Context: an optimization exercise on an open-source flow, tuned for a short achievable clock period and few clock cycles per item. The choices shown serve that exercise and are no tape-out recipe.
RTL that was checked went through simulation tests only; none was proved equivalent to the original.
The RTL of run 2 was laid out without a check of its function.
Power is estimated from default activity; no workload was simulated.

<file path="flow/config.mk">
export PLATFORM = sky130hd
export DESIGN_NAME = ooo_top
export DESIGN_NICKNAME = ooo_top
export VERILOG_FILES = /design/flow/design.v
export SDC_FILE = /design/flow/constraint.sdc
export NUM_CORES = 4
export LEC_CHECK = 0
export ABC_CLOCK_PERIOD_IN_PS = 1500
export CAP_MARGIN = 20
export CORE_MARGIN = 2
export CORE_UTILIZATION = 40
export SETUP_SLACK_MARGIN = 5
export SLEW_MARGIN = 20
</file>
<file path="flow/constraint.sdc">
create_clock -name core_clock -period 8.0 [get_ports {clock}]
set_input_delay 1.6000 -clock core_clock [delete_from_list [all_inputs] [get_ports {clock}]]
set_output_delay 1.6000 -clock core_clock [all_outputs]
set_load 0.01 [all_outputs]
</file>
<file path="flow/design.v">
`default_nettype none
package ooo_pkg;
    localparam int DATA_WIDTH  = 16;             
    localparam int NUM_REGS    = 8;              
    localparam int REG_IDX_W   = 3;
    localparam int ROB_DEPTH   = 8;              
    localparam int TAG_W       = 3;
    localparam int ROB_CNT_W   = TAG_W + 1;      
    localparam int RS_DEPTH    = 4;
    localparam int RS_IDX_W    = 2;
    localparam int MUL_LATENCY = 3;              
    localparam logic [2:0] OP_LI  = 3'd0;
    localparam logic [2:0] OP_ADD = 3'd1;
    localparam logic [2:0] OP_SUB = 3'd2;
    localparam logic [2:0] OP_AND = 3'd3;
    localparam logic [2:0] OP_OR  = 3'd4;
    localparam logic [2:0] OP_XOR = 3'd5;
    localparam logic [2:0] OP_MUL = 3'd6;
    typedef struct packed {
        logic [2:0]            op;
        logic [REG_IDX_W-1:0]  rd;
        logic [REG_IDX_W-1:0]  rs1;
        logic [REG_IDX_W-1:0]  rs2;
        logic [DATA_WIDTH-1:0] imm;              
    } inst_t;
    typedef struct packed {
        logic                  ready;
        logic [TAG_W-1:0]      tag;
        logic [DATA_WIDTH-1:0] value;
    } operand_t;
    typedef struct packed {
        logic                  valid;
        logic [2:0]            op;
        logic [TAG_W-1:0]      tag;              
        logic [DATA_WIDTH-1:0] a;
        logic [DATA_WIDTH-1:0] b;
    } issue_t;
    typedef struct packed {
        logic                  valid;
        logic [TAG_W-1:0]      tag;
        logic [DATA_WIDTH-1:0] value;
    } cdb_t;
    typedef struct packed {
        logic [REG_IDX_W-1:0]  rd;
        logic [DATA_WIDTH-1:0] data;
    } commit_t;
    typedef struct packed {
        logic                  mul;
        logic                  li;
        logic                  addsub;
        logic                  sub;
        logic                  andl;
        logic                  orl;
        logic                  xorl;
        logic [REG_IDX_W-1:0]  rd;
        logic [REG_IDX_W-1:0]  rs1;
        logic [REG_IDX_W-1:0]  rs2;
        logic [NUM_REGS-1:0]   rd_oh;
        logic [NUM_REGS-1:0]   rs1_oh;
        logic [NUM_REGS-1:0]   rs2_oh;
        logic [DATA_WIDTH-1:0] imm;
    } dec_t;
endpackage
`default_nettype wire
`timescale 1ns/1ps
`default_nettype none
module mul_stage1 (
    input  logic [15:0] a,
    input  logic [15:0] b,
    output logic [15:0] r0,
    output logic [15:0] r1,
    output logic [15:0] r2,
    output logic [15:0] r3
);
    logic [7:0]  bl, bm, bh, one, two, neg;
    logic [15:0] mag [8];
    logic [15:0] row [8];
    logic [1:0]  top;
    logic [15:0] s0, c0, s1, c1;
    always_comb begin
        for (int j = 0; j < 8; j++) begin
            bl[j]  = (j == 0) ? 1'b0 : b[2*j-1];
            bm[j]  = b[2*j];
            bh[j]  = b[2*j+1];
            one[j] = bm[j] ^ bl[j];
            two[j] = (bh[j] & ~bm[j] & ~bl[j]) | (~bh[j] & bm[j] & bl[j]);
            neg[j] = bh[j];
            mag[j] = (a & {16{one[j]}}) | ((a << 1) & {16{two[j]}});
        end
        row[0] = mag[0] ^ {16{neg[0]}};
        for (int j = 1; j < 7; j++) begin
            row[j] = (((mag[j] ^ {16{neg[j]}}) << (2*j)) | (16'(neg[j-1]) << (2*j-2)));
        end
        top    = (mag[7][1:0] ^ {2{neg[7]}}) + {1'b0, neg[7]};
        row[7] = {top, 14'b0} | (16'(neg[6]) << 12);
        s0 = row[0] ^ row[1] ^ row[2];
        c0 = ((row[0] & row[1]) | (row[0] & row[2]) | (row[1] & row[2])) << 1;
        s1 = row[3] ^ row[4] ^ row[5];
        c1 = ((row[3] & row[4]) | (row[3] & row[5]) | (row[4] & row[5])) << 1;
        r0 = s0 ^ c0 ^ s1;
        r1 = ((s0 & c0) | (s0 & s1) | (c0 & s1)) << 1;
        r2 = c1 ^ row[6] ^ row[7];
        r3 = ((c1 & row[6]) | (c1 & row[7]) | (row[6] & row[7])) << 1;
    end
endmodule
module mul_stage2 (
    input  logic [15:0] r0,
    input  logic [15:0] r1,
    input  logic [15:0] r2,
    input  logic [15:0] r3,
    output logic [15:0] p
);
    logic [15:0] s0, c0, s1, c1;
    always_comb begin
        s0 = r0 ^ r1 ^ r2;
        c0 = ((r0 & r1) | (r0 & r2) | (r1 & r2)) << 1;
        s1 = s0 ^ c0 ^ r3;
        c1 = ((s0 & c0) | (s0 & r3) | (c0 & r3)) << 1;
        p  = s1 + c1;
    end
endmodule
`default_nettype wire
`timescale 1ns/1ps
`default_nettype none
module ooo_core (
    input  logic        clock,
    input  logic        reset,
    input  logic        inst_valid,
    input  logic [2:0]  inst_op,
    input  logic [2:0]  inst_rd,
    input  logic [2:0]  inst_rs1,
    input  logic [2:0]  inst_rs2,
    input  logic [15:0] inst_imm,
    output logic        inst_ready,
    output logic        commit_valid,
    output logic [2:0]  commit_rd,
    output logic [15:0] commit_data
);
    localparam int W = ooo_pkg::DATA_WIDTH;
    localparam int N = ooo_pkg::NUM_REGS;
    logic rst_q;
    always_ff @(posedge clock) rst_q <= reset;
    ooo_pkg::dec_t pin_dec;
    always_comb begin
        pin_dec.mul    = (inst_op == ooo_pkg::OP_MUL);
        pin_dec.li     = (inst_op == ooo_pkg::OP_LI);
        pin_dec.addsub = (inst_op == ooo_pkg::OP_ADD) || (inst_op == ooo_pkg::OP_SUB);
        pin_dec.sub    = (inst_op == ooo_pkg::OP_SUB);
        pin_dec.andl   = (inst_op == ooo_pkg::OP_AND);
        pin_dec.orl    = (inst_op == ooo_pkg::OP_OR);
        pin_dec.xorl   = (inst_op == ooo_pkg::OP_XOR);
        pin_dec.rd     = inst_rd;
        pin_dec.rs1    = inst_rs1;
        pin_dec.rs2    = inst_rs2;
        pin_dec.rd_oh  = 8'b1 << inst_rd;
        pin_dec.rs1_oh = 8'b1 << inst_rs1;
        pin_dec.rs2_oh = 8'b1 << inst_rs2;
        pin_dec.imm    = inst_imm;
    end
    logic          rdy_q;
    logic          f_v, ir_v, s2_v, c_v;
    ooo_pkg::dec_t f, ir;
    logic          f_early;      
    logic          f_haz;        
    logic          f_hold;       
    logic          ir_early, ir_late, s2_late;
    logic [2:0]    s2_rd;
    logic [W-1:0]  s2_res, c_data;
    logic [2:0]    c_rd;
    assign inst_ready = rdy_q;
    assign f_hold     = f_v && f_haz;
    logic [2:0] nf_rs1, nf_rs2;
    logic       nf_li, nf_mul, nf_sub;
    assign nf_rs1 = f_hold ? f.rs1 : inst_rs1;
    assign nf_rs2 = f_hold ? f.rs2 : inst_rs2;
    assign nf_li  = f_hold ? f.li  : pin_dec.li;
    assign nf_mul = f_hold ? f.mul : pin_dec.mul;
    assign nf_sub = f_hold ? f.sub : pin_dec.sub;
    logic f_late_mv, p_reads_f, p_reads_irl, p_early, p_haz;
    assign f_late_mv   = f_v && !f_hold && f.mul && !f_early;
    assign p_reads_f   = f_v && !pin_dec.li &&
                         ((inst_rs1 == f.rd) || (inst_rs2 == f.rd));
    assign p_reads_irl = ir_v && ir_late && !pin_dec.li &&
                         ((inst_rs1 == ir.rd) || (inst_rs2 == ir.rd));
    assign p_early     = !f_hold && pin_dec.mul && !p_reads_f && !p_reads_irl && !f_late_mv;
    assign p_haz       = !f_hold && p_reads_f && f_late_mv;
    always_ff @(posedge clock) begin
        if (reset) begin
            rdy_q <= 1'b0;
            c_v   <= 1'b0;
        end else if (rst_q) begin
            rdy_q <= 1'b1;
            c_v   <= 1'b0;
        end else begin
            rdy_q <= !(inst_valid && rdy_q && p_haz);
            c_v   <= s2_v;
        end
    end
    always_ff @(posedge clock) begin
        if (rst_q) begin
            f_v  <= 1'b0;
            ir_v <= 1'b0;
            s2_v <= 1'b0;
        end else begin
            if (!f_hold) f_v <= inst_valid && rdy_q;
            ir_v <= f_v && !f_hold;
            s2_v <= ir_v;
        end
    end
    always_ff @(posedge clock) begin
        if (!f_hold) f <= pin_dec;
        f_early <= p_early;
        f_haz   <= p_haz;
    end
    logic [W-1:0] rf [N];
    logic [W-1:0] rd_a, rd_b;
    always_comb begin
        rd_a = '0;
        rd_b = '0;
        for (int i = 0; i < N; i++) begin
            rd_a = rd_a | (rf[i] & {W{pin_dec.rs1_oh[i]}});
            rd_b = rd_b | (rf[i] & {W{pin_dec.rs2_oh[i]}});
        end
    end
    logic [W-1:0] opf_a, opf_b;          
    logic         fs2_a, fs2_b;          
    logic         fc_a, fc_b;            
    logic [W-1:0] vf_a, vf_b;
    assign vf_a = (s2_res & {W{fs2_a}}) | (c_data & {W{fc_a}}) | (opf_a & {W{!fs2_a && !fc_a}});
    assign vf_b = (s2_res & {W{fs2_b}}) | (c_data & {W{fc_b}}) | (opf_b & {W{!fs2_b && !fc_b}});
    logic m_ir1, m_ir2, m_s21, m_s22;
    assign m_ir1 = ir_v && (nf_rs1 == ir.rd);
    assign m_ir2 = ir_v && (nf_rs2 == ir.rd);
    assign m_s21 = s2_v && (nf_rs1 == s2_rd) && (s2_late || !f_hold);
    assign m_s22 = s2_v && (nf_rs2 == s2_rd) && (s2_late || !f_hold);
    always_ff @(posedge clock) begin
        opf_a <= f_hold ? vf_a : (pin_dec.li ? inst_imm : rd_a);
        opf_b <= f_hold ? vf_b : (pin_dec.li ? {W{1'b0}} : rd_b);
        fs2_a <= !nf_li && m_ir1 && !ir_late && !f_hold;
        fs2_b <= !nf_li && m_ir2 && !ir_late && !f_hold;
        fc_a  <= !nf_li && !m_ir1 && m_s21;
        fc_b  <= !nf_li && !m_ir2 && m_s22;
    end
    logic [W-1:0] opi_a, opi_b;
    logic         is2_ap, is2_an, is2_b, ic_ap, ic_an, ic_b, io_a, io_b;
    logic         fi1, fi2, fl1, fl2;
    logic         ir_sum, ir_and, ir_or, ir_xor, ir_sub;
    logic [W-1:0] alu_a, alu_b;
    assign fi1 = ir_v && !ir_late && (f.rs1 == ir.rd) && !f.li;
    assign fi2 = ir_v && !ir_late && (f.rs2 == ir.rd) && !f.li;
    assign fl1 = !fi1 && s2_v && s2_late && (f.rs1 == s2_rd) && !f.li;
    assign fl2 = !fi2 && s2_v && s2_late && (f.rs2 == s2_rd) && !f.li;
    always_ff @(posedge clock) begin
        ir       <= f;
        ir_early <= f.mul && f_early;
        ir_late  <= f.mul && !f_early;
        opi_a    <= vf_a ^ {W{f.sub}};
        opi_b    <= vf_b;
        io_a     <= !fi1 && !fl1;
        io_b     <= !fi2 && !fl2;
        is2_ap   <= fi1 && !f.sub;
        is2_an   <= fi1 && f.sub;
        is2_b    <= fi2;
        ic_ap    <= fl1 && !f.sub;
        ic_an    <= fl1 && f.sub;
        ic_b     <= fl2;
        ir_sum   <= f.addsub || f.li;
        ir_and   <= f.andl;
        ir_or    <= f.orl;
        ir_xor   <= f.xorl;
        ir_sub   <= f.sub;
    end
    assign alu_a = (opi_a & {W{io_a}})
                 | (s2_res & {W{is2_ap}}) | (~s2_res & {W{is2_an}})
                 | (c_data & {W{ic_ap}})  | (~c_data & {W{ic_an}});
    assign alu_b = (opi_b & {W{io_b}}) | (s2_res & {W{is2_b}}) | (c_data & {W{ic_b}});
    logic         mo_a, mo_b, mi_a, mi_b, ms_a, ms_b, mc_a, mc_b;
    logic [W-1:0] m_a, m_b;
    logic [W-1:0] mc_r0, mc_r1, mc_r2, mc_r3;
    logic [W-1:0] m_r0, m_r1, m_r2, m_r3;
    logic [W-1:0] prod;
    always_ff @(posedge clock) begin
        if (f_late_mv) begin
            mo_a <= 1'b0;
            mo_b <= 1'b0;
            mi_a <= !fi1 && !fl1;
            mi_b <= !fi2 && !fl2;
            ms_a <= fi1;
            ms_b <= fi2;
            mc_a <= fl1;
            mc_b <= fl2;
        end else begin
            mo_a <= p_early && !m_ir1 && !m_s21;
            mo_b <= p_early && !m_ir2 && !m_s22;
            mi_a <= 1'b0;
            mi_b <= 1'b0;
            ms_a <= p_early && m_ir1;
            ms_b <= p_early && m_ir2;
            mc_a <= p_early && !m_ir1 && m_s21;
            mc_b <= p_early && !m_ir2 && m_s22;
        end
    end
    assign m_a = (opf_a & {W{mo_a}}) | (opi_a & {W{mi_a}}) | (s2_res & {W{ms_a}}) | (c_data & {W{mc_a}});
    assign m_b = (opf_b & {W{mo_b}}) | (opi_b & {W{mi_b}}) | (s2_res & {W{ms_b}}) | (c_data & {W{mc_b}});
    mul_stage1 u_m1 (.a(m_a), .b(m_b), .r0(mc_r0), .r1(mc_r1), .r2(mc_r2), .r3(mc_r3));
    mul_stage2 u_m2 (.r0(m_r0), .r1(m_r1), .r2(m_r2), .r3(m_r3), .p(prod));
    always_ff @(posedge clock) begin
        m_r0 <= mc_r0;
        m_r1 <= mc_r1;
        m_r2 <= mc_r2;
        m_r3 <= mc_r3;
    end
    logic [W-1:0] sum, res;
    assign sum = alu_a + alu_b;
    assign res = ((sum ^ {W{ir_sub}}) & {W{ir_sum}})
               | ((alu_a & alu_b)     & {W{ir_and}})
               | ((alu_a | alu_b)     & {W{ir_or}})
               | ((alu_a ^ alu_b)     & {W{ir_xor}})
               | (prod                & {W{ir_early}});
    logic [N-1:0] we_r, we_l;        
    always_ff @(posedge clock) begin
        s2_res  <= res;
        s2_late <= ir_late;
        s2_rd   <= ir.rd;
        we_r    <= ir.rd_oh & {N{ir_v && !ir_late && !rst_q}};
        we_l    <= ir.rd_oh & {N{ir_v && ir_late && !rst_q}};
        c_rd    <= s2_rd;
        c_data  <= s2_late ? prod : s2_res;
    end
    always_ff @(posedge clock) begin
        for (int i = 0; i < N; i++) begin
            if (rst_q) begin
                rf[i] <= '0;
            end else begin
                rf[i] <= (s2_res & {W{we_r[i]}})
                       | (prod   & {W{we_l[i]}})
                       | (rf[i]  & {W{!(we_r[i] || we_l[i])}});
            end
        end
    end
    assign commit_valid = c_v;
    assign commit_rd    = c_rd;
    assign commit_data  = c_data;
endmodule
`default_nettype wire
`timescale 1ns/1ps
`default_nettype none
module ooo_top (
    input  logic        clock,
    input  logic        reset,
    input  logic        inst_valid,
    input  logic [2:0]  inst_op,
    input  logic [2:0]  inst_rd,
    input  logic [2:0]  inst_rs1,
    input  logic [2:0]  inst_rs2,
    input  logic [15:0] inst_imm,
    output logic        inst_ready,
    output logic        commit_valid,
    output logic [2:0]  commit_rd,
    output logic [15:0] commit_data
);
    ooo_core u_core (
        .clock        (clock),
        .reset        (reset),
        .inst_valid   (inst_valid),
        .inst_op      (inst_op),
        .inst_rd      (inst_rd),
        .inst_rs1     (inst_rs1),
        .inst_rs2     (inst_rs2),
        .inst_imm     (inst_imm),
        .inst_ready   (inst_ready),
        .commit_valid (commit_valid),
        .commit_rd    (commit_rd),
        .commit_data  (commit_data)
    );
endmodule
`default_nettype wire
</file>
<file path="flow/flow/run.sh">
#!/bin/bash
# The standard layout, with two changes to how it is made:
#  - no adder-cell extraction in synthesis (ADDER_MAP_FILE empty), so abc maps
#    the adders and carry-save trees itself; the registers are unchanged
#  - a larger setup margin for repair_timing
set -euo pipefail
bash standard.sh ADDER_MAP_FILE= SETUP_SLACK_MARGIN=5.5 finish > standard.log 2>&1
</file>
<file path="flow/standard.sh">
#!/bin/bash
# synth_recipe.tcl (not shown) runs the flow's synth.tcl, then flattens the netlist and writes it again
# the make line also repeats each setting of config.mk as NAME=value (left out here)
make -C /OpenROAD-flow-scripts/flow DESIGN_CONFIG=/design/flow/config.mk WORK_HOME=/design/flow/orfs CLKGATE_MAP_FILE= SYNTH_SCRIPT=/design/flow/synth_recipe.tcl "${@:-finish}"
</file>
==> impl_metrics.yaml, run 1 <==
run_status:
  status: "complete, no violations"
critical_path:
  cpLargestDelayFamily: "compound AO/OA/AOI/OAI gates"
  required_ps: 8500
  crit_path_max_fanout: 7
  critPathCaptureType: "register"
  slowest_delay_ps: 540
  crit_top_cell: "a21oi_1"
  worstPathArrival_ps: 3450
  worst-setup-path-type: "register to register"
  critical_path_buf_inv_count: 0
  reg2reg_setup_slack_ps: 5050
  worstPathCellList: "and2_1 > a21oi_1 > nand4b_1 > a31oi_1 > a41o_1 > a21oi_4 > maj3_2 > xor2_4 > nand2_1 > a21oi_1"
  cp_slowest_cell: "dfxtp_1"
  cp-start-kind: "register"
timing:
  finalCritPeriodShare_pct: 36.9
  hold_ws_ps: 339
  final_hold_viol_count: 0
  clock.fmax_ghz: 0.339
  setup-tns-final_ps: 0
  rsz0062_at_grt: "true"
  fin_worst_skew_ps: 28.3
  slew_violations: 0
  setup_viol: 0
  relSlewSlack_pct: 12.3
  worst_slew_pin_slew_ps: 1310
  finalWorstPathRequiredPeriod_ps: 2950
synth:
  syn_nets: 2592
  async_flop_share_pct: 0
  synth_area_per_cell_um2: 8.30
  ys_seq_elements: 358
  synth_top_area_share_pct: 31.4
  yosysUniqueCellTypes: 77
  synth_top_family_by_area: "compound AO/OA/AOI/OAI gates"
  synthFlopType: "dfxtp_1"
  synthTopCellsByArea: "dfxtp_1, a22oi_1, xnor2_1, nand2_1, a21oi_1"
  synth-xor-area-share_pct: 10.0
  synth_edf_count: 24
  syn_area_um2: 21300
  ys_seq_area_share_pct: 34.8
  syn_inst: 2561
  synth_fa_ha_area_share_pct: 1.80
  synthMuxAreaShare_pct: 7.79
  synth_compound_area_share_pct: 26.5
  ys_warn_count: 6
  synth-simple-area-share_pct: 14.2
  yosys.area.top_type: "dfxtp_1"
final_layout:
  final_nets: 2795
  final_cell_mix: "nand2_1, dfxtp_1, buf_4, a21oi_1, a22oi_1"
  fin_cells: 3486
  drive_gt1_share_pct: 35.3
  layout_commonest_cell: "nand2_1"
  synthToLayoutAreaGrowth_pct: 39.5
  antennaDiodeCount: 0
routing:
  routedWlPerCell_um: 27.3
  drc: 0
  viasPerCell: 6.55
  drtIter0Drc: 2846
  ant_nets: 0
  wirelength_mm: 95.1
  vias: 22800
  first_pass_iters: 7
floorplanning:
  die-area_um2: 55000
  initial_core_util_pct: 40.5
  die_w_um: 235
  die_h_um: 235
  core_um2: 52600
  rows: 84
  io_pins: 52
place:
  dpl.hpwl_mm: 54.2
  io_buffers: 51
  dpl.cell_count: 3081
  gp_congestion: 0.954
cts:
  cts.clk_slew.worst_paths_ps: 60
  cts_hold_buffers: 0
  root_buffer: "clkbuf_16"
  cts_made_buffers: 42
  clock-sinks: 358
  cts_buffer_depth: 3
  clock_latency_ps: 590
  cts_htree_levels: 2
  cts_tree: "built"
global_routing:
  met2_usage_pct: 49.1
  use_met1_pct: 40.9
  overflow: 0
  antenna_found_initial: 2
  first_global_vias: 20300
  top_usage_layer: "met2"
  track_usage_pct: 31.4
  grt_max_degree: 86
  met3_usage_pct: 8.25
  grt_first_pass_wirelength_mm: 130
pwr:
  p_leak_nw: 11.0
  ir_drop_uv: 135
  power_density_nw_per_um2: 168
job:
  drv_cap: 0
hold_path:
  hold_class: "register to register"
through the flow:
stage	instance area (um2)	power (mW)	utilization, %	setup slack, ps
3_3_place_gp	22300	2.59	42.4	3950
6_report	29700	4.97	56.4	5050
2_1_floorplan	22000	2.38	-	5110
4_1_cts	26700	4.85	50.9	5110
3_5_place_dp	22300	2.60	42.4	3960
5_1_grt	29700	5.08	56.4	4910
Yosys cell counts, types with 28 or more instances:
| cell type | number |
|---|---|
| a221oi_1 | 33 |
| dfxtp_1 | 334 |
| buf_1 | 29 |
| a21oi_1 | 254 |
| nand2_1 | 349 |
| a22oi_1 | 229 |
| o21ai_0 | 104 |
| mux2i_1 | 71 |
| nand3_1 | 48 |
| o211ai_1 | 29 |
| xnor2_1 | 162 |
| o22ai_1 | 32 |
| nor2_1 | 123 |
| clkbuf_1 | 211 |
| mux2_2 | 32 |
| and2_1 | 38 |
| xor2_1 | 69 |
| nor3_1 | 28 |
| maj3_1 | 36 |
cells by family (layout without fill, tap and decap cells):
kind of cell             count (synthesis)  in the layout
flip-flops                             358            358
AO/OA/AOI/OAI                          850            850
buffers and inverters                  271            501
XOR/XNOR                               236            238
adder cells (fa/ha/maj)                 38             38
multiplexers                           129            129
AND/OR/NAND/NOR                        679            684
routing by layer:
layer / vias to the layer above / routed length [um] / share of wire [%]
met5: - / 0 / 0
met4: 0 / 6020 / 6.3
met3: 422 / 12400 / 13
met2: 1675 / 41200 / 43
met1: 11000 / 35500 / 37
li1: 9769 / - / -
power breakdown:
part	total, mW	switching, mW	internal (mW)
combinational	0.878	0.480	0.398
sequential	2.01	0.140	1.87
clock	2.08	0.852	1.22
total	4.97	1.47	3.50
worst reg2reg max path: cells and delay by family (launching register included):
family          cells  cell delay [ps]
flops               1              540
xor+xnor            1              380
simple gates        3              630
fa+ha+maj           1              430
compound gates      5              890
repair_timing:
action                     4_1_cts  5_1_grt
gates cloned                    19       11
setup endpoints to repair      191      168
setup buffers                  149      147
gates resized for setup        463      349
pin swaps                       85      214
worst paths after layout:
check	from	endpoint	depth (start not counted)
min reg2reg	u_core.f[37]	u_core.ir[37]	0
max reg2reg	u_core.m_r0[8]	u_core.rf[1][13]	10
min	u_core.f[37]	u_core.ir[37]	0
max	u_core.m_r0[8]	u_core.rf[1][13]	10
layout make-up:
| cell class | count | area, um2 |
|---|---|---|
| Fill cell | 4470 | 22900 |
| Multi-Input combinational cell | 1939 | 15300 |
| Inverter | 28 | 115 |
| Clock inverter | 24 | 268 |
| Sequential cell | 358 | 7590 |
| Clock buffer | 54 | 1230 |
| Timing Repair Buffer | 395 | 4250 |
| Tap cell | 688 | 861 |
registers in the layout, summed over array words and instances, names as in the netlist, 11 cells and up:
| signal | cells |
|---|---|
| u_core.m_r1 | 13 |
| u_core.ir | 11 |
| u_core.opf_b | 16 |
| u_core.opf_a | 16 |
| u_core.m_r0 | 16 |
| u_core.rf | 128 |
| u_core.s2_res | 16 |
| u_core.opi_a | 16 |
| u_core.c_data | 16 |
| u_core.opi_b | 16 |
| u_core.f | 24 |
Testbench counts, summed over its fixed seeds: cycles 24,394, insts 24,000.
==> run 2, diff against run 1 <==
--- a/flow/design.v
+++ b/flow/design.v
@@ -167,6 +167,9 @@
     logic [2:0]    s2_rd;
     logic [W-1:0]  s2_res, c_data;
     logic [2:0]    c_rd;
+    logic [2:0]    w_rd;
+    logic [W-1:0]  w_data;
+    logic          c_wv;         
     assign inst_ready = rdy_q;
     assign f_hold     = f_v && f_haz;
     logic [2:0] nf_rs1, nf_rs2;
@@ -225,14 +228,18 @@
     logic [W-1:0] opf_a, opf_b;          
     logic         fs2_a, fs2_b;          
     logic         fc_a, fc_b;            
+    logic         fw_a, fw_b;            
+    logic         fo_a, fo_b;            
     logic [W-1:0] vf_a, vf_b;
-    assign vf_a = (s2_res & {W{fs2_a}}) | (c_data & {W{fc_a}}) | (opf_a & {W{!fs2_a && !fc_a}});
-    assign vf_b = (s2_res & {W{fs2_b}}) | (c_data & {W{fc_b}}) | (opf_b & {W{!fs2_b && !fc_b}});
-    logic m_ir1, m_ir2, m_s21, m_s22;
+    assign vf_a = (s2_res & {W{fs2_a}}) | (c_data & {W{fc_a}}) | (w_data & {W{fw_a}}) | (opf_a & {W{fo_a}});
+    assign vf_b = (s2_res & {W{fs2_b}}) | (c_data & {W{fc_b}}) | (w_data & {W{fw_b}}) | (opf_b & {W{fo_b}});
+    logic m_ir1, m_ir2, m_s21, m_s22, m_c1, m_c2;
     assign m_ir1 = ir_v && (nf_rs1 == ir.rd);
     assign m_ir2 = ir_v && (nf_rs2 == ir.rd);
     assign m_s21 = s2_v && (nf_rs1 == s2_rd) && (s2_late || !f_hold);
     assign m_s22 = s2_v && (nf_rs2 == s2_rd) && (s2_late || !f_hold);
+    assign m_c1  = c_wv && (nf_rs1 == c_rd) && !f_hold;
+    assign m_c2  = c_wv && (nf_rs2 == c_rd) && !f_hold;
     always_ff @(posedge clock) begin
         opf_a <= f_hold ? vf_a : (pin_dec.li ? inst_imm : rd_a);
         opf_b <= f_hold ? vf_b : (pin_dec.li ? {W{1'b0}} : rd_b);
@@ -240,6 +247,10 @@
         fs2_b <= !nf_li && m_ir2 && !ir_late && !f_hold;
         fc_a  <= !nf_li && !m_ir1 && m_s21;
         fc_b  <= !nf_li && !m_ir2 && m_s22;
+        fw_a  <= !nf_li && !m_ir1 && !m_s21 && m_c1;
+        fw_b  <= !nf_li && !m_ir2 && !m_s22 && m_c2;
+        fo_a  <= nf_li || !((m_ir1 && !ir_late && !f_hold) || m_s21 || m_c1);
+        fo_b  <= nf_li || !((m_ir2 && !ir_late && !f_hold) || m_s22 || m_c2);
     end
     logic [W-1:0] opi_a, opi_b;
     logic         is2_ap, is2_an, is2_b, ic_ap, ic_an, ic_b, io_a, io_b;
@@ -274,7 +285,7 @@
                  | (s2_res & {W{is2_ap}}) | (~s2_res & {W{is2_an}})
                  | (c_data & {W{ic_ap}})  | (~c_data & {W{ic_an}});
     assign alu_b = (opi_b & {W{io_b}}) | (s2_res & {W{is2_b}}) | (c_data & {W{ic_b}});
-    logic         mo_a, mo_b, mi_a, mi_b, ms_a, ms_b, mc_a, mc_b;
+    logic         mo_a, mo_b, mi_a, mi_b, ms_a, ms_b, mc_a, mc_b, mw_a, mw_b;
     logic [W-1:0] m_a, m_b;
     logic [W-1:0] mc_r0, mc_r1, mc_r2, mc_r3;
     logic [W-1:0] m_r0, m_r1, m_r2, m_r3;
@@ -289,9 +300,13 @@
             ms_b <= fi2;
             mc_a <= fl1;
             mc_b <= fl2;
+            mw_a <= 1'b0;
+            mw_b <= 1'b0;
         end else begin
-            mo_a <= p_early && !m_ir1 && !m_s21;
-            mo_b <= p_early && !m_ir2 && !m_s22;
+            mo_a <= p_early && !m_ir1 && !m_s21 && !m_c1;
+            mo_b <= p_early && !m_ir2 && !m_s22 && !m_c2;
+            mw_a <= p_early && !m_ir1 && !m_s21 && m_c1;
+            mw_b <= p_early && !m_ir2 && !m_s22 && m_c2;
             mi_a <= 1'b0;
             mi_b <= 1'b0;
             ms_a <= p_early && m_ir1;
@@ -300,8 +315,10 @@
             mc_b <= p_early && !m_ir2 && m_s22;
         end
     end
-    assign m_a = (opf_a & {W{mo_a}}) | (opi_a & {W{mi_a}}) | (s2_res & {W{ms_a}}) | (c_data & {W{mc_a}});
-    assign m_b = (opf_b & {W{mo_b}}) | (opi_b & {W{mi_b}}) | (s2_res & {W{ms_b}}) | (c_data & {W{mc_b}});
+    assign m_a = (opf_a & {W{mo_a}}) | (opi_a & {W{mi_a}}) | (s2_res & {W{ms_a}}) | (c_data & {W{mc_a}})
+               | (w_data & {W{mw_a}});
+    assign m_b = (opf_b & {W{mo_b}}) | (opi_b & {W{mi_b}}) | (s2_res & {W{ms_b}}) | (c_data & {W{mc_b}})
+               | (w_data & {W{mw_b}});
     mul_stage1 u_m1 (.a(m_a), .b(m_b), .r0(mc_r0), .r1(mc_r1), .r2(mc_r2), .r3(mc_r3));
     mul_stage2 u_m2 (.r0(m_r0), .r1(m_r1), .r2(m_r2), .r3(m_r3), .p(prod));
     always_ff @(posedge clock) begin
@@ -317,13 +334,16 @@
                | ((alu_a | alu_b)     & {W{ir_or}})
                | ((alu_a ^ alu_b)     & {W{ir_xor}})
                | (prod                & {W{ir_early}});
-    logic [N-1:0] we_r, we_l;        
+    logic [N-1:0] s2_rd_oh, we_c;    
     always_ff @(posedge clock) begin
         s2_res  <= res;
         s2_late <= ir_late;
         s2_rd   <= ir.rd;
-        we_r    <= ir.rd_oh & {N{ir_v && !ir_late && !rst_q}};
-        we_l    <= ir.rd_oh & {N{ir_v && ir_late && !rst_q}};
+        s2_rd_oh <= ir.rd_oh;
+        we_c    <= s2_rd_oh & {N{s2_v && !rst_q}};
+        c_wv    <= s2_v && !rst_q;
+        w_rd    <= c_rd;
+        w_data  <= c_data;
         c_rd    <= s2_rd;
         c_data  <= s2_late ? prod : s2_res;
     end
@@ -332,9 +352,7 @@
             if (rst_q) begin
                 rf[i] <= '0;
             end else begin
-                rf[i] <= (s2_res & {W{we_r[i]}})
-                       | (prod   & {W{we_l[i]}})
-                       | (rf[i]  & {W{!(we_r[i] || we_l[i])}});
+                rf[i] <= (c_data & {W{we_c[i]}}) | (rf[i] & {W{!we_c[i]}});
             end
         end
     end
==> impl_metrics.yaml, run 2 <==
critical_path:
  crit_top_cell: "maj3_2"
  reg2reg_setup_slack_ps: 5040
  cpLargestDelayFamily: "compound AO/OA/AOI/OAI gates"
  r2r-start: "u_core.is2_b"
  worstPathArrival_ps: 3450
  crit_path_max_fanout: 6
  critPathCaptureType: "register"
  cp-start-kind: "register"
  slowest_delay_ps: 490
  cp_slowest_cell: "a222oi_1"
  critical_path_buf_inv_count: 1
  rr_endpoint: "u_core.s2_res[11]"
  r2r_cells: 10
  worst-setup-path-type: "register to register"
  worstPathCellList: "a222oi_1 > a31oi_2 > maj3_2 > maj3_2 > a41o_4 > a211oi_4 > buf_6 > maj3_2 > xnor2_1 > a221o_1"
  required_ps: 8490
pwr:
  p_sw_mw: 1.36
  p_comb_share_pct: 14.6
  switching_share_pct: 27.7
  power_density_nw_per_um2: 169
  seq_power_share_pct: 43.4
  ir_drop_uv: 140
  p_int_mw: 3.54
  p_leak_nw: 11.0
  p_clk_share_pct: 42.0
cts:
  cts_made_buffers: 42
  clock-sinks: 381
  cts.clk_slew.worst_paths_ps: 70
  root_buffer: "clkbuf_16"
  cts_buffer_depth: 3
  clock_latency_ps: 600
  cts_tree: "built"
  cts_htree_levels: 2
synth:
  syn_inst: 2478
  synthTopCellsByCount: "dfxtp_1, nor2_1, nand2_1"
  syn_nets: 2509
  ys_seq_area_share_pct: 36.4
  yosys.area.top_type: "dfxtp_1"
  synth_area_per_cell_um2: 8.73
  yosysUniqueCellTypes: 67
  synthFlopType: "dfxtp_1"
  synth.most_common_cell: "dfxtp_1"
  synth_top_area_share_pct: 33.0
  synthTopCellsByArea: "dfxtp_1, mux2i_1, xnor2_1, nor2_1, nand2_1"
  ys_seq_elements: 381
  ys_warn_count: 6
  async_flop_share_pct: 0
  synth_edf_count: 24
  syn_area_um2: 21600
final_layout:
  nFillCells: 4684
  fin_area_um2: 28900
  synthToLayoutAreaGrowth_pct: 33.7
  final_cell_mix: "dfxtp_1, nor2_1, nand2_1, buf_4, mux2i_1"
  post-route-util_pct: 54.0
  final_nets: 2689
  antennaDiodeCount: 0
  fin_cells: 3388
  layout_commonest_cell: "dfxtp_1"
  drive_gt1_share_pct: 30.0
hold_path:
  hold_class: "register to register"
  hold-path-endpoint: "u_core.s2_rd_oh[3]"
  hold_start: "u_core.ir[35]"
  hold_depth: 0
global_routing:
  grt_max_degree: 75
  grt_first_pass_wirelength_mm: 124
  overflow: 0
  track_usage_pct: 28.5
  first_global_vias: 20000
  antenna_found_initial: 0
floorplanning:
  die_w_um: 237
  io_pins: 52
  die_h_um: 237
  core_um2: 53600
  initial_core_util_pct: 40.4
  rows: 85
  die-area_um2: 56000
timing:
  finalWorstPathRequiredPeriod_ps: 2960
  finalCritPeriodShare_pct: 37.0
  worst_slew_pin_slew_ps: 774
  relSlewSlack_pct: 48.4
  rsz0062_at_grt: "true"
  clock.fmax_ghz: 0.338
  setup-tns-final_ps: 0
  final_hold_viol_count: 0
  setup_viol: 0
  fin_worst_skew_ps: 30.9
  slew_violations: 0
  hold_ws_ps: 326
place:
  gp_congestion: 0.948
  io_buffers: 51
  dpl.cell_count: 3033
  place_area_um2: 22700
  dpl.hpwl_mm: 51.2
routing:
  routedWlPerCell_um: 24.9
  wl_met3_mm: 7.12
  wl_met2_mm: 38.4
  top_layer: "met4"
  wirelength_mm: 84.2
  drtIter0Drc: 2802
  wl_met1_mm: 33.0
  ant_nets: 0
  first_pass_iters: 9
  viasPerCell: 6.22
  vias: 21100
  drc: 0
run_status:
  status: "complete, no violations"
job:
  drv_cap: 0
==> run 2: cell count changes in the layout (fill, tap and decap cells not counted), moves of 21 or more <==
cell / delta
a21oi_1: -85
a21oi_2: -28
a22oi_1: -95
a22oi_2: -25
buf_4: -21
dfxtp_1: +34
mux2i_1: +141
nand2_1: -80
nor2_1: +150
==> run 2: routing by layer <==
metal | up-vias | track usage (%)
li1 | 9364 | -
met2 | 1238 | 45.1
met1 | 10100 | 35.4
met5 | - | 0
met4 | 0 | 19.3
met3 | 326 | 5.39
==> run 2: timing repair <==
action / 4_1_cts / 5_1_grt
setup buffers: 185 / 73
hold buffers: 0 / 0
resized for setup: 465 / 174
setup endpoints to repair: 128 / 105
pin swaps: 123 / 131
gates cloned: 19 / 0
==> run 2: worst register-to-register path, delay by kind of cell, from the launching register on <==
family	cells	cell delay, ps
DFF	1	370
AOI/OAI and AO/OA	5	1370
xor gates and xnor gates	1	80
buffers and inverters	1	170
adders and majority gates	3	880
==> run 2: how the worst max path moves through the flow <==
| stage | endpoint | cells past startpoint | slack, ps | start |
|---|---|---|---|---|
| 3_5_place_dp | u_core.m_r0[8] | 8 | 4080 | u_core.c_data[5] |
| 5_1_grt | u_core.s2_res[11] | 10 | 4990 | u_core.is2_b |
| 6_report | u_core.s2_res[11] | 10 | 5040 | u_core.is2_b |
| 3_3_place_gp | u_core.opf_a[7] | 9 | 4120 | inst_rs1[1] |
| 2_1_floorplan | u_core.s2_res[11] | 10 | 5020 | u_core.s2_res[0] |
| 4_1_cts | commit_data[0] | 3 | 5090 | u_core.c_data[0] |
==> run 2: kinds of logic (layout without fill, tap and decap cells) <==
group,count (synthesis),count (layout),share of synthesized area [%]
simple gates,711,711,14.7
mux,272,272,13.9
buf+inv,251,465,4.38
fa+ha+maj,42,42,1.95
compound gates,590,590,18.7
flops,381,381,36.4
xor+xnor,231,231,9.95
==> run 2: power by group through the flow <==
| stage | Combinational, mW | Sequential (mW) | Clock (mW) |
|---|---|---|---|
| global placement | 0.427 | 2.21 | 0 |
| finish | 0.715 | 2.13 | 2.06 |
| detailed placement | 0.432 | 2.21 | 0 |
| global route | 0.747 | 2.13 | 2.15 |
| floorplan | 0.374 | 2.09 | 0 |
| CTS | 0.650 | 2.12 | 2.08 |
==> run 2: stage by stage <==
| step | setup slack, ps | power, mW |
|---|---|---|
| 2_1_floorplan | 5020 | 2.47 |
| 3_3_place_gp | 4120 | 2.64 |
| 3_5_place_dp | 4080 | 2.64 |
| 4_1_cts | 5090 | 4.84 |
| 5_1_grt | 4990 | 5.03 |
| 6_report | 5040 | 4.90 |
==> run 2: layout make-up <==
cell class / instances / area [um2] / share of cell area [%]
inverters: 27 / 118 / 0.407
repair buffers: 360 / 3890 / 13.4
clock buffers: 57 / 1190 / 4.11
clock inverters: 21 / 253 / 0.874
well taps: 696 / 871 / 3.01
flip-flops and latches: 381 / 8010 / 27.7
multi-input cells: 1846 / 14600 / 50.5
==> run 3, diff against run 2 <==
--- a/flow/design.v
+++ b/flow/design.v
@@ -167,6 +167,8 @@
     logic [2:0]    s2_rd;
     logic [W-1:0]  s2_res, c_data;
     logic [2:0]    c_rd;
+    logic [2:0]    co_rd;        
+    logic [W-1:0]  co_data;
     logic [2:0]    w_rd;
     logic [W-1:0]  w_data;
     logic          c_wv;         
@@ -335,30 +337,34 @@
                | ((alu_a ^ alu_b)     & {W{ir_xor}})
                | (prod                & {W{ir_early}});
     logic [N-1:0] s2_rd_oh, we_c;    
+    logic [N-1:0] keep_c;            
     always_ff @(posedge clock) begin
         s2_res  <= res;
         s2_late <= ir_late;
         s2_rd   <= ir.rd;
         s2_rd_oh <= ir.rd_oh;
         we_c    <= s2_rd_oh & {N{s2_v && !rst_q}};
+        keep_c  <= ~(s2_rd_oh & {N{s2_v}});
         c_wv    <= s2_v && !rst_q;
         w_rd    <= c_rd;
         w_data  <= c_data;
         c_rd    <= s2_rd;
         c_data  <= s2_late ? prod : s2_res;
+        co_rd   <= s2_rd & {3{s2_v}};
+        co_data <= (s2_late ? prod : s2_res) & {W{s2_v}};
     end
     always_ff @(posedge clock) begin
         for (int i = 0; i < N; i++) begin
             if (rst_q) begin
                 rf[i] <= '0;
             end else begin
-                rf[i] <= (c_data & {W{we_c[i]}}) | (rf[i] & {W{!we_c[i]}});
+                rf[i] <= (c_data & {W{we_c[i]}}) | (rf[i] & {W{keep_c[i]}});
             end
         end
     end
     assign commit_valid = c_v;
-    assign commit_rd    = c_rd;
-    assign commit_data  = c_data;
+    assign commit_rd    = co_rd;
+    assign commit_data  = co_data;
 endmodule
 `default_nettype wire
 `timescale 1ns/1ps
==> flow/flow/run.sh (replaced) <==
#!/bin/bash
# The standard layout, with these changes to how it is made:
#  - no adder-cell extraction in synthesis (ADDER_MAP_FILE empty), so abc maps
#    the adders and carry-save trees itself; the registers are unchanged
#  - sky130_fd_sc_hd__a222oi_1, which comes in one weak size only, is added to
#    the platform's don't-use list, so muxes map to cells the resizer can size;
#    so are the slow three-input xor/xnor cells, which abc then builds from
#    two-input ones
#  - a larger setup margin for repair_timing
set -euo pipefail
du=$(make -s -C "$FLOW_HOME" DESIGN_CONFIG="$PWD/config.mk" WORK_HOME="$PWD/orfs_probe" \
       print-DONT_USE_CELLS 2> print_dont_use.log | sed -n 's/^DONT_USE_CELLS: //p')
if [[ -z "$du" ]]; then
  echo "could not read the platform's DONT_USE_CELLS" >&2
  exit 1
fi
echo "$du" > dont_use_base.log
bash standard.sh ADDER_MAP_FILE= SETUP_SLACK_MARGIN=5.5 \
  "DONT_USE_CELLS=$du sky130_fd_sc_hd__a222oi_1 sky130_fd_sc_hd__xor3_1 sky130_fd_sc_hd__xor3_2 sky130_fd_sc_hd__xor3_4 sky130_fd_sc_hd__xnor3_1 sky130_fd_sc_hd__xnor3_2 sky130_fd_sc_hd__xnor3_4" finish > standard.log 2>&1
--- a/flow/config.mk
+++ b/flow/config.mk
@@ -9,5 +9,6 @@
 export CAP_MARGIN = 20
 export CORE_MARGIN = 2
 export CORE_UTILIZATION = 40
+export PLACE_DENSITY = 0.65
 export SETUP_SLACK_MARGIN = 5
 export SLEW_MARGIN = 20
==> impl_metrics.yaml, run 3 <==
cts:
  cts_made_buffers: 45
  cts.clk_slew.worst_paths_ps: 60
  clock-sinks: 408
  cts_buffer_depth: 3
  clock_latency_ps: 620
  root_buffer: "clkbuf_16"
  cts_tree: "built"
  cts_htree_levels: 2
routing:
  ant_nets: 0
  vias: 22100
  drtIter0Drc: 3284
  wirelength_mm: 87.1
  drc: 0
  routedWlPerCell_um: 24.9
  viasPerCell: 6.31
  first_pass_iters: 9
global_routing:
  overflow: 0
  first_global_vias: 20300
  track_usage_pct: 27.8
  grt_max_degree: 109
  antenna_found_initial: 0
  grt_first_pass_wirelength_mm: 123
pwr:
  p_int_mw: 3.70
  p_comb_share_pct: 9.3
  switching_share_pct: 26.5
  ir_drop_uv: 198
  p_clk_share_pct: 45.8
  power_density_nw_per_um2: 173
  p_leak_nw: 11.0
  seq_power_share_pct: 44.8
  p_sw_mw: 1.33
critical_path:
  cp-start-kind: "register"
  worstPathCellList: "buf_8 > a22oi_2 > nand3_4 > xnor2_4 > nor2_4 > buf_4 > a221oi_4 > xor2_2 > xnor2_2 > xor2_1 > xnor2_1"
  slowest_delay_ps: 400
  cpLargestDelayFamily: "XOR/XNOR gates"
  crit_path_max_fanout: 7
  critical_path_buf_inv_count: 2
  crit_start: "u_core.ms_b"
  required_ps: 8530
  critPathCaptureType: "register"
  worst-setup-path-type: "register to register"
  worstPathArrival_ps: 3240
  r2r-start: "u_core.ms_b"
  cp_slowest_cell: "dfxtp_4"
floorplanning:
  io_pins: 52
  rows: 86
  die-area_um2: 57600
  core_um2: 55100
  die_h_um: 240
  die_w_um: 240
  initial_core_util_pct: 40.5
synth:
  synth_area_per_cell_um2: 8.62
  syn_area_um2: 22300
  ys_seq_elements: 408
  synthFlopType: "dfxtp_1"
  yosys.area.top_type: "dfxtp_1"
  yosysUniqueCellTypes: 78
  syn_inst: 2586
  synthTopCellsByCount: "dfxtp_1, nand2_1, a22oi_1"
  synthTopCellsByArea: "dfxtp_1, a22oi_1, xnor2_1, nand2_1, nor2_1"
  ys_warn_count: 6
  synth.most_common_cell: "dfxtp_1"
  syn_nets: 2617
  ys_seq_area_share_pct: 37.7
  synth_top_area_share_pct: 34.5
  synth_edf_count: 24
  async_flop_share_pct: 0
timing:
  setup-tns-final_ps: 0
  final_hold_viol_count: 0
  clock.fmax_ghz: 0.369
  setup_viol: 0
  layout_setup_ws_ps: 5290
  relSlewSlack_pct: 26.1
  fin_worst_skew_ps: 29.2
  finalWorstPathRequiredPeriod_ps: 2710
  hold_ws_ps: 326
  finalCritPeriodShare_pct: 33.9
  rsz0062_at_grt: "true"
  slew_violations: 0
  worst_slew_pin_slew_ps: 1100
final_layout:
  layout_commonest_cell: "dfxtp_1"
  top_regs: "u_core.rf (128), u_core.f (24)"
  largest_reg_flops: 128
  drive_gt1_share_pct: 28.8
  antennaDiodeCount: 0
  final_cell_mix: "dfxtp_1, nand2_1, nor2_1, a22oi_1, buf_4"
  synthToLayoutAreaGrowth_pct: 30.4
  top_register: "u_core.rf"
  final_nets: 2743
place:
  gp_congestion: 0.927
  io_buffers: 51
  dpl.hpwl_mm: 50.2
  post-place-ws_ps: 3800
run_status:
  status: "complete, no violations"
job:
  drv_cap: 0
hold_path:
  hold_start: "u_core.ir[36]"
  hold_class: "register to register"
run 3: final timing paths:
check | slack, ps | cells past startpoint | to
min | 330 | 0 | u_core.s2_rd_oh[4]
min reg2reg | 330 | 0 | u_core.s2_rd_oh[4]
max reg2reg | 5290 | 11 | u_core.m_r0[14]
max | 5290 | 11 | u_core.m_r0[14]
run 3: metal layers:
layer	GRT usage, %	up-vias	part of all wire [%]
met1	35.7	10500	38
met2	43.3	1607	44
li1	-	9602	-
met4	16.6	0	7.2
met5	0	-	0
met3	5.67	377	11
run 3: timing repair:
| action | in CTS | in global routing |
|---|---|---|
| buffers inserted | 128 | 103 |
| gates resized for setup | 378 | 228 |
| pin swaps | 95 | 115 |
| hold buffers | 0 | 0 |
| endpoints found under the setup margin | 132 | 99 |
| gates cloned | 17 | 7 |
run 3: through the flow:
| stage | power [mW] | utilization, % | instances | area [um2] |
|---|---|---|---|---|
| global placement | 2.61 | 41.8 | 3157 | 23000 |
| global route | 5.16 | 52.8 | 3497 | 29100 |
| finish | 5.04 | 52.8 | 3497 | 29100 |
| detailed placement | 2.62 | 41.8 | 3158 | 23000 |
| floorplan | 2.50 | - | 2586 | 22700 |
| CTS | 4.98 | 49.3 | 3387 | 27200 |
run 3: logic make-up after synthesis:
| kind of cell | after synthesis | share of synthesized area (%) |
|---|---|---|
| adder cells (fa/ha/maj) | 31 | 1.41 |
| AO/OA/AOI/OAI | 716 | 22.0 |
| XOR/XNOR | 248 | 9.81 |
| multiplexers | 146 | 8.75 |
| flip-flops | 408 | 37.7 |
| AND/OR/NAND/NOR | 773 | 15.5 |
| buffers and inverters | 264 | 4.82 |
run 3: worst reg2reg max path: stages (launching register included):
cell	delay (ps)
dfxtp_4	400
buf_8	170
a22oi_2	210
nand3_4	240
xnor2_4	290
nor2_4	60
buf_4	150
a221oi_4	360
xor2_2	140
xnor2_2	260
xor2_1	200
xnor2_1	130
run 3: power groups by stage:
stage	Combinational [mW]	Sequential [mW]	Clock (mW)
floorplan	0.301	2.20	0
global placement	0.300	2.31	0
detailed placement	0.305	2.31	0
CTS	0.416	2.24	2.32
global route	0.493	2.26	2.41
finish	0.471	2.26	2.31
run 3: cell type report:
cell class	count	area, um2
Sequential cell	408	8590
Inverter	18	76.3
Clock inverter	26	378
Clock buffer	58	1270
Tap cell	748	936
Timing Repair Buffer	321	3390
Fill cell	4764	26000
Multi-Input combinational cell	1918	14400
Testbench counts of run 3, summed over its fixed seeds: cycles 24,394, insts 24,000.
==> run 4, diff against run 3 <==
--- a/flow/config.mk
+++ b/flow/config.mk
@@ -8,7 +8,7 @@
 export ABC_CLOCK_PERIOD_IN_PS = 1500
 export CAP_MARGIN = 20
 export CORE_MARGIN = 2
-export CORE_UTILIZATION = 40
-export PLACE_DENSITY = 0.65
+export CORE_UTILIZATION = 55
+export PLACE_DENSITY = 0.75
 export SETUP_SLACK_MARGIN = 5
 export SLEW_MARGIN = 20
==> impl_metrics.yaml, run 4 <==
run_status:
  status: "complete, no violations"
critical_path:
  worstPathCellList: "buf_8 > buf_4 > nand2_1 > nand4_1 > buf_6 > buf_4 > a221oi_1 > a21oi_1 > a21oi_2 > xnor2_1 > xor2_1 > buf_4 > nand2_1 > a21oi_1"
  worst-setup-path-type: "register to register"
  crit_start: "u_core.ms_b"
  cp.depth: 14
  reg2reg_setup_slack_ps: 5170
  slowest_delay_ps: 400
  cpLargestDelayFamily: "buffers and inverters"
  rr_endpoint: "u_core.m_r1[13]"
  required_ps: 8510
  critPathCaptureType: "register"
  worstPathArrival_ps: 3340
  critical_path_buf_inv_count: 5
  crit_path_max_fanout: 7
  cp-start-kind: "register"
  crit_top_cell: "buf_4"
  cp_slowest_cell: "dfxtp_4"
  r2r-start: "u_core.ms_b"
  r2r_cells: 14
hold_path:
  hold_start: "u_core.ir[37]"
  hold-path-endpoint: "u_core.s2_rd_oh[5]"
  hold_class: "register to register"
  hold_depth: 0
timing:
  hold_ws_ps: 323
  worst_slew_pin_slew_ps: 1230
  fin_worst_skew_ps: 44.1
  finalCritPeriodShare_pct: 35.4
  setup-tns-final_ps: 0
  clock.fmax_ghz: 0.353
  layout_setup_ws_ps: 5170
  rsz0062_at_grt: "true"
  setup_viol: 0
  finalWorstPathRequiredPeriod_ps: 2830
  final_hold_viol_count: 0
  slew_violations: 0
  relSlewSlack_pct: 18.0
floorplanning:
  rows: 73
  die_h_um: 205
  die-area_um2: 42200
  core_um2: 39900
  die_w_um: 205
  io_pins: 52
  initial_core_util_pct: 55.9
cts:
  cts_hold_buffers: 0
  cts_buffer_depth: 3
  cts_tree: "built"
  cts_htree_levels: 2
  clock-sinks: 408
  root_buffer: "clkbuf_16"
  clock_latency_ps: 620
  cts.clk_slew.worst_paths_ps: 60
  cts_made_buffers: 44
final_layout:
  drive_gt1_share_pct: 30.1
  synthToLayoutAreaGrowth_pct: 30.6
  fin_cells: 3279
  final_cell_mix: "dfxtp_1, nand2_1, a22oi_1, nor2_1, buf_4"
  layout_commonest_cell: "dfxtp_1"
  seqCellArea_um2: 8570
  top_regs: "u_core.rf (128), u_core.f (24)"
  largest_reg_flops: 128
  nFillCells: 2574
  final_nets: 2749
  multi_input_area_um2: 14700
  fin_area_um2: 29100
  top_register: "u_core.rf"
synth:
  yosys.area.top_type: "dfxtp_1"
  synth.most_common_cell: "dfxtp_1"
  ys_warn_count: 6
  syn_nets: 2617
  synth_top_area_share_pct: 34.5
  synthFlopType: "dfxtp_1"
  synthTopCellsByArea: "dfxtp_1, a22oi_1, xnor2_1, nand2_1, nor2_1"
  synthTopCellsByCount: "dfxtp_1, nand2_1, a22oi_1"
  yosysUniqueCellTypes: 78
  async_flop_share_pct: 0
  synth_edf_count: 24
  ys_seq_area_share_pct: 37.7
  syn_area_um2: 22300
  syn_inst: 2586
  ys_seq_elements: 408
  synth_area_per_cell_um2: 8.62
place:
  gp_congestion: 0.977
  dpl.hpwl_mm: 48.6
  dpl.cell_count: 2936
  post-place-ws_ps: 3960
  place_area_um2: 22700
  io_buffers: 51
routing:
  vias: 23400
  drc: 0
  first_pass_iters: 11
  routedWlPerCell_um: 28.0
  viasPerCell: 7.14
  ant_nets: 0
  drtIter0Drc: 4316
  wirelength_mm: 92.0
pwr:
  power_density_nw_per_um2: 170
  p_leak_nw: 11.1
  ir_drop_uv: 181
global_routing:
  overflow: 0
  track_usage_pct: 38.6
  antenna_found_initial: 4
  grt_first_pass_wirelength_mm: 125
  grt_max_degree: 120
  first_global_vias: 21300
job:
  drv_cap: 0
[run 4: cell count changes in the layout (fill, tap and decap cells not counted), sizes merged]
cell	before	now
inv	18	16
diode	0	1
clkinv	13	17
bufinv	7	5
clkinvlp	6	5
bufbuf	9	10
clkbuf	64	65
buf	285	289
and4	21	22
nand3	60	58
[run 4: what timing repair did]
| item | in CTS | in global routing |
|---|---|---|
| pin swaps | 97 | 146 |
| endpoints found under the setup margin | 131 | 112 |
| setup buffers | 157 | 79 |
| resized for setup | 376 | 293 |
| cloned | 17 | 8 |
[run 4: cells by family (layout without fill, tap and decap cells)]
| logic type | count (synthesis) | after routing | share of synthesized area [%] |
|---|---|---|---|
| and+or+nand+nor | 773 | 776 | 15.5 |
| buffers and inverters | 264 | 428 | 4.82 |
| muxes | 146 | 146 | 8.75 |
| DFF | 408 | 408 | 37.7 |
| adders and majority gates | 31 | 31 | 1.41 |
| AOI/OAI and AO/OA | 716 | 716 | 22.0 |
| xor gates and xnor gates | 248 | 248 | 9.81 |
| other | 0 | 1 | 0 |
[run 4: final cells by class]
type,instances,share of cell area (%)
antenna,1,0.00860
clock buffer,56,4.25
clock inverter,25,1.10
inverter,18,0.262
multi-input combinational,1917,50.4
sequential,408,29.5
tap,525,2.26
timing repair buffer,329,12.3
[run 4: power by group]
group,total (mW),internal [mW],switching [mW]
clock network,2.19,1.27,0.921
logic,0.484,0.223,0.261
registers,2.27,2.11,0.153
total,4.94,3.61,1.33
[run 4: per-stage QoR]
step / power, mW / util, %
final: 4.94 / 72.9
after global routing: 5.05 / 72.9
after CTS: 4.84 / 67.8
after detailed placement: 2.62 / 57.0
after global placement: 2.61 / 57.0
after floorplan: 2.50 / -
[run 4: metal layers]
metal	part of all wire [%]	vias up	track usage, %
met5	0.034	-	0
li1	-	9619	-
met4	10	4	26.5
met3	15	810	11.4
met1	33	10800	46.6
met2	42	2219	59.3
[run 4: how the worst max path moves through the flow]
stage / end / slack [ps]
global placement: u_core.opf_a[15] / 4050
floorplan: u_core.opf_a[15] / 5120
CTS: u_core.co_data[12] / 5280
global route: u_core.m_r0[12] / 5070
finish: u_core.m_r1[13] / 5170
detailed placement: u_core.opf_a[15] / 3960
==> run 5, diff against run 4 <==
--- a/flow/config.mk
+++ b/flow/config.mk
@@ -8,7 +8,6 @@
 export ABC_CLOCK_PERIOD_IN_PS = 1500
 export CAP_MARGIN = 20
 export CORE_MARGIN = 2
-export CORE_UTILIZATION = 55
-export PLACE_DENSITY = 0.75
+export CORE_UTILIZATION = 35
 export SETUP_SLACK_MARGIN = 5
 export SLEW_MARGIN = 20
==> impl_metrics.yaml, run 5 <==
critical_path:
  critical_path_buf_inv_count: 0
  cp_slowest_cell: "maj3_2"
  r2r-start: "u_core.m_r0[2]"
  slowest_delay_ps: 380
  worst-setup-path-type: "register to register"
  r2r_cells: 9
  critPathCaptureType: "register"
  required_ps: 8470
  endpoint: "u_core.co_data[12]"
  rr_endpoint: "u_core.co_data[12]"
  worstPathCellList: "a41oi_4 > o31ai_4 > a31oi_2 > maj3_2 > o311a_4 > or2_4 > xnor2_4 > mux2_4 > and2_4"
  crit_path_max_fanout: 3
  cpLargestDelayFamily: "compound AO/OA/AOI/OAI gates"
  cp-start-kind: "register"
  crit_start: "u_core.m_r0[2]"
  worstPathArrival_ps: 3200
  cp.depth: 9
  reg2reg_setup_slack_ps: 5270
routing:
  first_pass_iters: 7
  wl_met2_mm: 38.2
  wl_met1_mm: 34.1
  ant_nets: 0
  drtIter0Drc: 2643
  wirelength_mm: 85.1
  routedWlPerCell_um: 23.9
  drc: 0
  viasPerCell: 6.07
  top_layer: "met4"
  vias: 21600
  wl_met3_mm: 8.01
synth:
  ys_seq_elements: 408
  yosysUniqueCellTypes: 78
  syn_nets: 2617
  ys_seq_area_share_pct: 37.7
  syn_inst: 2586
  syn_area_um2: 22300
  synth_fa_ha_area_share_pct: 1.41
  synth.most_common_cell: "dfxtp_1"
  synthMuxAreaShare_pct: 8.75
  synth_top_area_share_pct: 34.5
  synthTopCellsByCount: "dfxtp_1, nand2_1, a22oi_1"
  synth_edf_count: 24
  synth_compound_area_share_pct: 22.0
  synth_area_per_cell_um2: 8.62
  synth-simple-area-share_pct: 15.5
  synth_top_family_by_area: "compound AO/OA/AOI/OAI gates"
  synth-xor-area-share_pct: 9.81
  yosys.area.top_type: "dfxtp_1"
  synthFlopType: "dfxtp_1"
  async_flop_share_pct: 0
  synthTopCellsByArea: "dfxtp_1, a22oi_1, xnor2_1, nand2_1, nor2_1"
  ys_warn_count: 6
timing:
  setup-tns-final_ps: 0
  final_hold_viol_count: 0
  relSlewSlack_pct: 30.0
  clock.fmax_ghz: 0.367
  fin_worst_skew_ps: 31.6
  worst_slew_pin_slew_ps: 1050
  finalCritPeriodShare_pct: 34.1
  finalWorstPathRequiredPeriod_ps: 2730
  rsz0062_at_grt: "true"
  slew_violations: 0
  setup_viol: 0
hold_path:
  hold_class: "register to register"
  hold_depth: 0
global_routing:
  track_usage_pct: 23.4
  antenna_found_initial: 1
  first_global_vias: 19900
  grt_first_pass_wirelength_mm: 121
  overflow: 0
  grt_max_degree: 111
final_layout:
  top_regs: "u_core.rf (128), u_core.f (24)"
  top_register: "u_core.rf"
  post-route-util_pct: 46.0
  antennaDiodeCount: 0
  layout_commonest_cell: "dfxtp_1"
  synthToLayoutAreaGrowth_pct: 30.1
  largest_reg_flops: 128
  final_nets: 2707
  fin_area_um2: 29000
  drive_gt1_share_pct: 28.6
  final_cell_mix: "dfxtp_1, nand2_1, a22oi_1, nor2_1, buf_4"
cts:
  cts_made_buffers: 44
  cts.clk_slew.worst_paths_ps: 70
  cts_buffer_depth: 3
  clock_latency_ps: 600
  root_buffer: "clkbuf_16"
  cts_tree: "built"
  clock-sinks: 408
  cts_htree_levels: 2
job:
  drv_cap: 0
pwr:
  power_density_nw_per_um2: 170
  p_leak_nw: 10.8
  ir_drop_uv: 145
  power_mw: 4.93
place:
  place_area_um2: 23100
  gp_congestion: 0.919
  dpl.hpwl_mm: 51.1
  io_buffers: 51
floorplanning:
  core_um2: 63100
  rows: 92
  io_pins: 52
  die-area_um2: 65700
  die_w_um: 256
  die_h_um: 256
  initial_core_util_pct: 35.3
run_status:
  status: "complete, no violations"
run 5: cell counts after synthesis:
Identical to the previous run, type by type.
run 5: metal layers:
metal	global-route usage, %	up-vias
li1	-	9542
met4	12.6	0
met3	3.88	289
met1	30.8	10400
met5	0	-
met2	36.5	1333
run 5: kinds of logic (layout without fill, tap and decap cells):
family,count (synthesis),in the layout
AND/OR/NAND/NOR,773,779
AO/OA/AOI/OAI,716,716
flip-flops,408,408
buffers and inverters,264,384
XOR/XNOR,248,248
multiplexers,146,146
adder cells (fa/ha/maj),31,31
run 5: report_power, final:
part | total, mW | switching [mW] | internal [mW]
Clock | 2.20 | 0.905 | 1.30
Sequential | 2.26 | 0.144 | 2.11
Combinational | 0.466 | 0.250 | 0.217
Total | 4.93 | 1.30 | 3.63
run 5: worst reg2reg max path: cells and delay by family (launching register included):
kind                       cells  cell delay [ps]
AOI/OAI and AO/OA              4             1000
and+or+nand+nor                2              430
adders and majority gates      1              380
DFF                            1              370
muxes                          1              280
xor gates and xnor gates       1              150
run 5: timing repair:
item	CTS	global route
resized for setup	363	285
buffers inserted	116	78
cloned	15	11
setup endpoints to repair	131	101
hold buffers	0	0
pin swaps	79	154
run 5: worst min-delay path by stage:
stage                        from            endpoint  slack [ps]
global route        u_core.ir[34]  u_core.s2_rd_oh[2]         330
finish              u_core.ir[37]  u_core.s2_rd_oh[5]         330
detailed placement  u_core.ir[34]  u_core.s2_rd_oh[2]         310
floorplan           u_core.ir[32]  u_core.s2_rd_oh[0]         310
global placement    u_core.ir[39]  u_core.s2_rd_oh[7]         310
CTS                 u_core.ir[34]  u_core.s2_rd_oh[2]         330
run 5: area by class of cell:
class                      count  area [um2]
clock buffer                  59        1240
clock inverter                23         327
fill                        5891       34100
inverter                      18        80.1
multi-input combinational   1920       14600
sequential                   408        8580
tap                          846        1060
timing repair buffer         284        3120
run 5: through the flow:
step | hold slack [ps] | setup slack, ps | std cells
after floorplan | 310 | 5120 | 2586
after global placement | 314 | 3930 | 3256
after detailed placement | 313 | 3810 | 3256
after CTS | 327 | 5240 | 3469
after global routing | 330 | 5170 | 3558
final | 326 | 5270 | 3558
==> run 6, diff against run 5 <==
--- a/flow/config.mk
+++ b/flow/config.mk
@@ -8,6 +8,6 @@
 export ABC_CLOCK_PERIOD_IN_PS = 1500
 export CAP_MARGIN = 20
 export CORE_MARGIN = 2
-export CORE_UTILIZATION = 35
+export CORE_UTILIZATION = 30
 export SETUP_SLACK_MARGIN = 5
 export SLEW_MARGIN = 20
==> impl_metrics.yaml, run 6 <==
timing:
  rsz0062_at_grt: "true"
  hold_ws_ps: 322
  finalCritPeriodShare_pct: 34.9
  fin_worst_skew_ps: 34.7
  relSlewSlack_pct: 25.9
  clock.fmax_ghz: 0.358
  setup_viol: 0
  finalWorstPathRequiredPeriod_ps: 2790
  worst_slew_pin_slew_ps: 1110
  final_hold_viol_count: 0
  slew_violations: 0
  setup-tns-final_ps: 0
  layout_setup_ws_ps: 5210
cts:
  cts_hold_buffers: 0
  cts_htree_levels: 2
  clock_latency_ps: 620
  clock-sinks: 408
  cts_tree: "built"
  cts_buffer_depth: 3
  root_buffer: "clkbuf_16"
  cts_made_buffers: 47
  cts.clk_slew.worst_paths_ps: 60
floorplanning:
  initial_core_util_pct: 30.4
  io_pins: 52
  rows: 99
  die-area_um2: 76500
  die_h_um: 277
  die_w_um: 277
  core_um2: 73300
critical_path:
  slowest_delay_ps: 610
  crit_top_cell: "mux2i_1"
  crit_start: "u_core.s2_res[11]"
  reg2reg_setup_slack_ps: 5210
  required_ps: 8470
  worstPathArrival_ps: 3260
  cp_slowest_cell: "dfxtp_1"
  critPathCaptureType: "register"
  cp-start-kind: "register"
  r2r-start: "u_core.s2_res[11]"
  worst-setup-path-type: "register to register"
  worstPathCellList: "mux2i_1 > nand3_1 > a31oi_1 > o31ai_1 > maj3_1 > nor2_1 > o31ai_4 > mux2i_1 > a221o_1"
  crit_path_max_fanout: 7
synth:
  synth.most_common_cell: "dfxtp_1"
  ys_warn_count: 6
  synth_compound_area_share_pct: 22.0
  synthTopCellsByCount: "dfxtp_1, nand2_1, a22oi_1"
  syn_nets: 2617
  synth_area_per_cell_um2: 8.62
  synthTopCellsByArea: "dfxtp_1, a22oi_1, xnor2_1, nand2_1, nor2_1"
  yosys.area.top_type: "dfxtp_1"
  ys_seq_area_share_pct: 37.7
  syn_area_um2: 22300
  synth-xor-area-share_pct: 9.81
  ys_seq_elements: 408
  synthFlopType: "dfxtp_1"
  synthMuxAreaShare_pct: 8.75
  yosysUniqueCellTypes: 78
  syn_inst: 2586
  synth_top_family_by_area: "compound AO/OA/AOI/OAI gates"
  async_flop_share_pct: 0
  synth_fa_ha_area_share_pct: 1.41
  synth-simple-area-share_pct: 15.5
  synth_top_area_share_pct: 34.5
  synth_edf_count: 24
final_layout:
  final_cell_mix: "dfxtp_1, nand2_1, a22oi_1, nor2_1, buf_4"
  largest_reg_flops: 128
  top_register: "u_core.rf"
  final_nets: 2725
  post-route-util_pct: 40.2
  seqCellArea_um2: 8580
  multi_input_area_um2: 14600
  layout_commonest_cell: "dfxtp_1"
  fin_area_um2: 29500
  drive_gt1_share_pct: 28.9
  fin_cells: 3691
  synthToLayoutAreaGrowth_pct: 32.2
  top_regs: "u_core.rf (128), u_core.f (24)"
  antennaDiodeCount: 0
  nFillCells: 7077
hold_path:
  hold_class: "register to register"
  hold_start: "u_core.ir[33]"
pwr:
  power_mw: 5.13
  p_leak_nw: 11.0
  switching_share_pct: 26.0
  ir_drop_uv: 162
  p_comb_share_pct: 9.0
  p_int_mw: 3.80
  p_sw_mw: 1.33
  seq_power_share_pct: 44.0
  power_density_nw_per_um2: 174
  p_clk_share_pct: 47.0
global_routing:
  grt_first_pass_wirelength_mm: 121
  track_usage_pct: 20.3
  overflow: 0
  grt_max_degree: 103
  antenna_found_initial: 1
  first_global_vias: 19500
run_status:
  status: "complete, no violations"
place:
  gp_congestion: 0.908
  place_area_um2: 23300
  post-place-ws_ps: 3830
  dpl.cell_count: 3370
  io_buffers: 51
  dpl.hpwl_mm: 49.5
routing:
  first_pass_iters: 6
  wirelength_mm: 84.5
  ant_nets: 0
  drtIter0Drc: 2932
  routedWlPerCell_um: 22.9
  vias: 21400
  viasPerCell: 5.79
  drc: 0
job:
  drv_cap: 0
run 6: cell counts after synthesis:
Identical to the previous run, type by type.
run 6: repair_timing:
action | 4_1_cts | 5_1_grt
buffers inserted | 130 | 78
setup endpoints to repair | 132 | 105
gates cloned | 19 | 7
hold endpoints to repair | 0 | 0
gates resized for setup | 375 | 292
pin swaps | 91 | 156
run 6: worst paths after layout:
| path | endpoint | cells after the start |
|---|---|---|
| max | u_core.s2_res[15] | 9 |
| min | u_core.s2_rd_oh[1] | 0 |
| max reg2reg | u_core.s2_res[15] | 9 |
| min reg2reg | u_core.s2_rd_oh[1] | 0 |
run 6: kinds of logic after synthesis:
| kind of cell | Yosys count |
|---|---|
| compound gates | 716 |
| fa+ha+maj | 31 |
| flops | 408 |
| simple gates | 773 |
| buf+inv | 264 |
| xor+xnor | 248 |
| mux | 146 |
run 6: worst max-delay path: cells and delay by family, from the launching register on:
family          cells  cell delay, ps
compound gates      4             830
fa+ha+maj           1             380
flops               1             610
mux                 2             390
simple gates        2             440
run 6: routing by layer:
layer | global-route usage [%] | vias to the layer above | wire length (um)
met2 | 31.6 | 1277 | 37800
met1 | 26.8 | 10200 | 33500
met3 | 3.60 | 291 | 8520
li1 | - | 9577 | -
met5 | 0 | - | 0
met4 | 11.0 | 0 | 4670
run 6: power groups by stage:
stage / Combinational, mW / Clock [mW] / Sequential [mW]
after floorplan: 0.301 / 0 / 2.20
after global placement: 0.308 / 0 / 2.31
after detailed placement: 0.310 / 0 / 2.31
after CTS: 0.405 / 2.44 / 2.25
after global routing: 0.484 / 2.53 / 2.26
final: 0.460 / 2.41 / 2.26
run 6: layout make-up:
| cell class | count | share of cell area [%] |
|---|---|---|
| Multi-Input combinational cell | 1918 | 49.4 |
| Sequential cell | 408 | 29.1 |
| Clock buffer | 62 | 4.35 |
| Timing Repair Buffer | 301 | 11.2 |
| Clock inverter | 25 | 1.58 |
| Inverter | 18 | 0.284 |
| Tap cell | 959 | 4.07 |

[port drivers added, routing unchanged]
How much do the figures lean on ideal ports? The routed layouts below were timed once more, with nothing changed but the port constraints. Step 1: set_driving_cell puts a clkbuf_16 on clock and a buf_2 on each other input, an assumption about the parent block. Step 2, shift: input delay + t, output delay - t, t = (earliest + latest rising clock arrival at the registers) / 2. This alone moves slack from input paths to output paths. a / b / c = ideal ports / drivers / drivers and shift; a / b = the first two.
| run | shift t [ns] | slack for setup (ns) |
|---|---|---|
| run 1 | 0.637 | 5.051 / 5.051 / 4.788 |
| run 2 | 0.638 | 5.038 / 5.038 / 4.747 |
| run 3 | 0.662 | 5.291 / 5.291 / 4.693 |
| run 4 | 0.653 | 5.169 / 5.169 / 4.765 |
| run 5 | 0.643 | 5.272 / 5.272 / 4.787 |
| run 6 | 0.675 | 5.209 / 5.209 / 4.846 |
After both steps every run listed still meets setup and hold.
